What follows belongs to an exercise in optimizing a design on an open flow for small area, a short achievable clock period and few clock cycles per item; a production flow would make more cautious choices. Only simulation tests tie the RTL to the original design; equivalence was not proved. Power is estimated from default activity; no workload was simulated.

==> tundra: inputs <==
// booth_mult_top
module booth_mult_top (
	input  logic                          clk,
	input  logic                          reset,
	input  logic                          in_valid,
	input  logic signed [16-1:0] multiplicand,
	input  logic signed [16-1:0] multiplier,
	output logic                          out_valid,
	output logic signed [32-1:0] product
);
==> flow/config.mk <==
export PLATFORM = sky130hd
export DESIGN_NAME = booth_mult_top
export DESIGN_NICKNAME = booth_mult_top
export VERILOG_FILES = /design/flow/design.v
export SDC_FILE = /design/flow/constraint.sdc
export NUM_CORES = 4
export LEC_CHECK = 0
export CAP_MARGIN = 20
export CORE_MARGIN = 2
export CORE_UTILIZATION = 40
export SETUP_SLACK_MARGIN = 3.2
export SLEW_MARGIN = 20
==> flow/constraint.sdc <==
create_clock -name core_clock -period 5.5 [get_ports {clk}]
set_input_delay 1.1000 -clock core_clock [delete_from_list [all_inputs] [get_ports {clk}]]
set_output_delay 1.1000 -clock core_clock [all_outputs]
set_load 0.01 [all_outputs]
standard.sh (not shown) runs the stock make flow with config.mk's settings and CLKGATE_MAP_FILE= SYNTH_SCRIPT=/design/flow/synth_recipe.tcl, a recipe that flattens the netlist after the stock synthesis.
==> flow/flow/run.sh <==
#!/bin/bash
# Layout flow: the standard ORFS flow (standard.sh), unchanged synthesis, with these changes:
#  - after synthesis, polarity.py re-chooses the polarity of full adders and xor gates so that
#    fewer inverters are needed (registers and all other cells are left as they are);
#  - port buffers are buf_1 instead of the delay buffer that buffer_ports picks by default;
#  - clock tree: sink clusters of up to 20 registers under clkbuf_8 leaves, no dummy loads.
# Each tool writes its full output to a log here: synth.log, polarity.log, standard.log
# (and ORFS's own logs under orfs/).
set -euo pipefail
R=orfs/results/sky130hd/booth_mult_top/base
bash standard.sh synth > synth.log 2>&1
cp $R/1_2_yosys.v $R/1_2_yosys_std.v
python3 flow/polarity.py $R/1_2_yosys_std.v $R/1_2_yosys.v > polarity.log 2>&1
rm -f $R/1_synth.odb $R/1_synth.sdc
export BUFFER_PORTS_ARGS="-buffer_cell sky130_fd_sc_hd__buf_1"
export CTS_ARGS="-sink_clustering_enable -repair_clock_nets -buf_list sky130_fd_sc_hd__clkbuf_8 -sink_clustering_size 20 -sink_clustering_max_diameter 60 -dont_use_dummy_load"
bash standard.sh > standard.log 2>&1
Other scripts of this flow, unchanged in this note and not shown: flow/flow/polarity.py
==> delta (differences from tundra) <==
--- a/flow/config.mk
+++ b/flow/config.mk
@@ -9,4 +9,4 @@
 export CORE_MARGIN = 2
 export CORE_UTILIZATION = 40
-export SETUP_SLACK_MARGIN = 3.2
+export SETUP_SLACK_MARGIN = 3.5
 export SLEW_MARGIN = 20
==> summary of the runs <==
delta finished clean. tundra passed the timing, DRC and antenna checks. In sequential power, delta and tundra hardly differ. Between delta and tundra, the lower register-to-register slack is in tundra (gap 0.05 ns). Flip-flop and latch count is the same in delta and tundra. Against tundra, the power of delta is larger by 7.1%. Against delta, the wire length of tundra is smaller by 14%. Clock skew: tundra is lower than delta (0.0094 ns). Against tundra, the clock power of delta is smaller by about 0.9%. Global-route usage: delta is higher than tundra (0.57 points). Between tundra and delta, the lower via count is in tundra (gap about 10%, measured against delta).
==> figures <==
|  | delta | tundra |
|---|---|---|
| Result of the run | timing/DRC/antenna clean | timing/DRC/antenna clean |
| Number of global-route vias before repair | 6634 | 6504 |
| Footprint of the flip-flops and latches | 4760 sq um | 4650 sq um |
| Post-DR vias/cell | 5.21 | 5.07 |
| Cell area after layout | 13000 sq um | 11300 sq um |
| Number of cells in the finished layout apart from fillers | 1340 | 1243 |
| Maximum VDD drop | 0.000265 V | 0.000234 V |
| Fraction of area in clock buffers and inverters | 2.11% | 2.55% |
| Overall power consumption | 0.00615 W | 0.00575 W |
| Fraction of power consumed by combinational cells | 41.5% | 37.2% |
| Cell area after placement | 11000 sq um | 10900 sq um |
| Number of buffers added by the clock tree synthesis step | 20 | 21 |
| Relative contribution of sequential cells to total power | 44.9% | 48.0% |
| Met1 Track Usage GR | 23.5% | 23.1% |
| Internal Pwr Total | 0.00401 W | 0.00372 W |
| Count of clock-net buffers in the final layout | 20 | 21 |
| Hold Slack | 0.336 ns | 0.316 ns |
| Met2 wirelength from detailed routing | 11.3 mm | 9.41 mm |
| Clock network power share | 13.6% | 14.7% |
| Critical path arrival | 2.56 ns | 2.63 ns |
Testbench counts of tundra, summed over its fixed seeds: cycles 24,024, items 24,000.
Testbench counts of delta, summed over its fixed seeds: cycles 24,024, items 24,000.

re-timing with driven ports:
How much do the figures lean on ideal ports? The routed layouts below were timed once more, with nothing changed but the port constraints. Step 1 (the two cells are an assumption about what drives the block):
set clk [get_ports {clk}]
set_driving_cell -lib_cell sky130_fd_sc_hd__clkbuf_16 $clk
set_driving_cell -lib_cell sky130_fd_sc_hd__buf_2 [delete_from_list [all_inputs] $clk]
Step 2, shift: input delay + t, output delay - t, t = (earliest + latest rising clock arrival at the registers) / 2. This alone moves slack from input paths to output paths. Three values: no drivers, after step 1, after step 2; two values: the first two.
run	shift t [ns]	setup slack, ns	hold WS [ns]	worst data-port slew with drivers (ns)	pins driven straight from the clock port
tundra	0.560	3.309 / 3.271 / 3.309	0.316 / 0.316 / 0.316	0.04	1
delta	0.562	3.357 / 3.357 / 3.357	0.336 / 0.336 / 0.336	0.04	1
After both steps setup and hold are still met in every run listed.
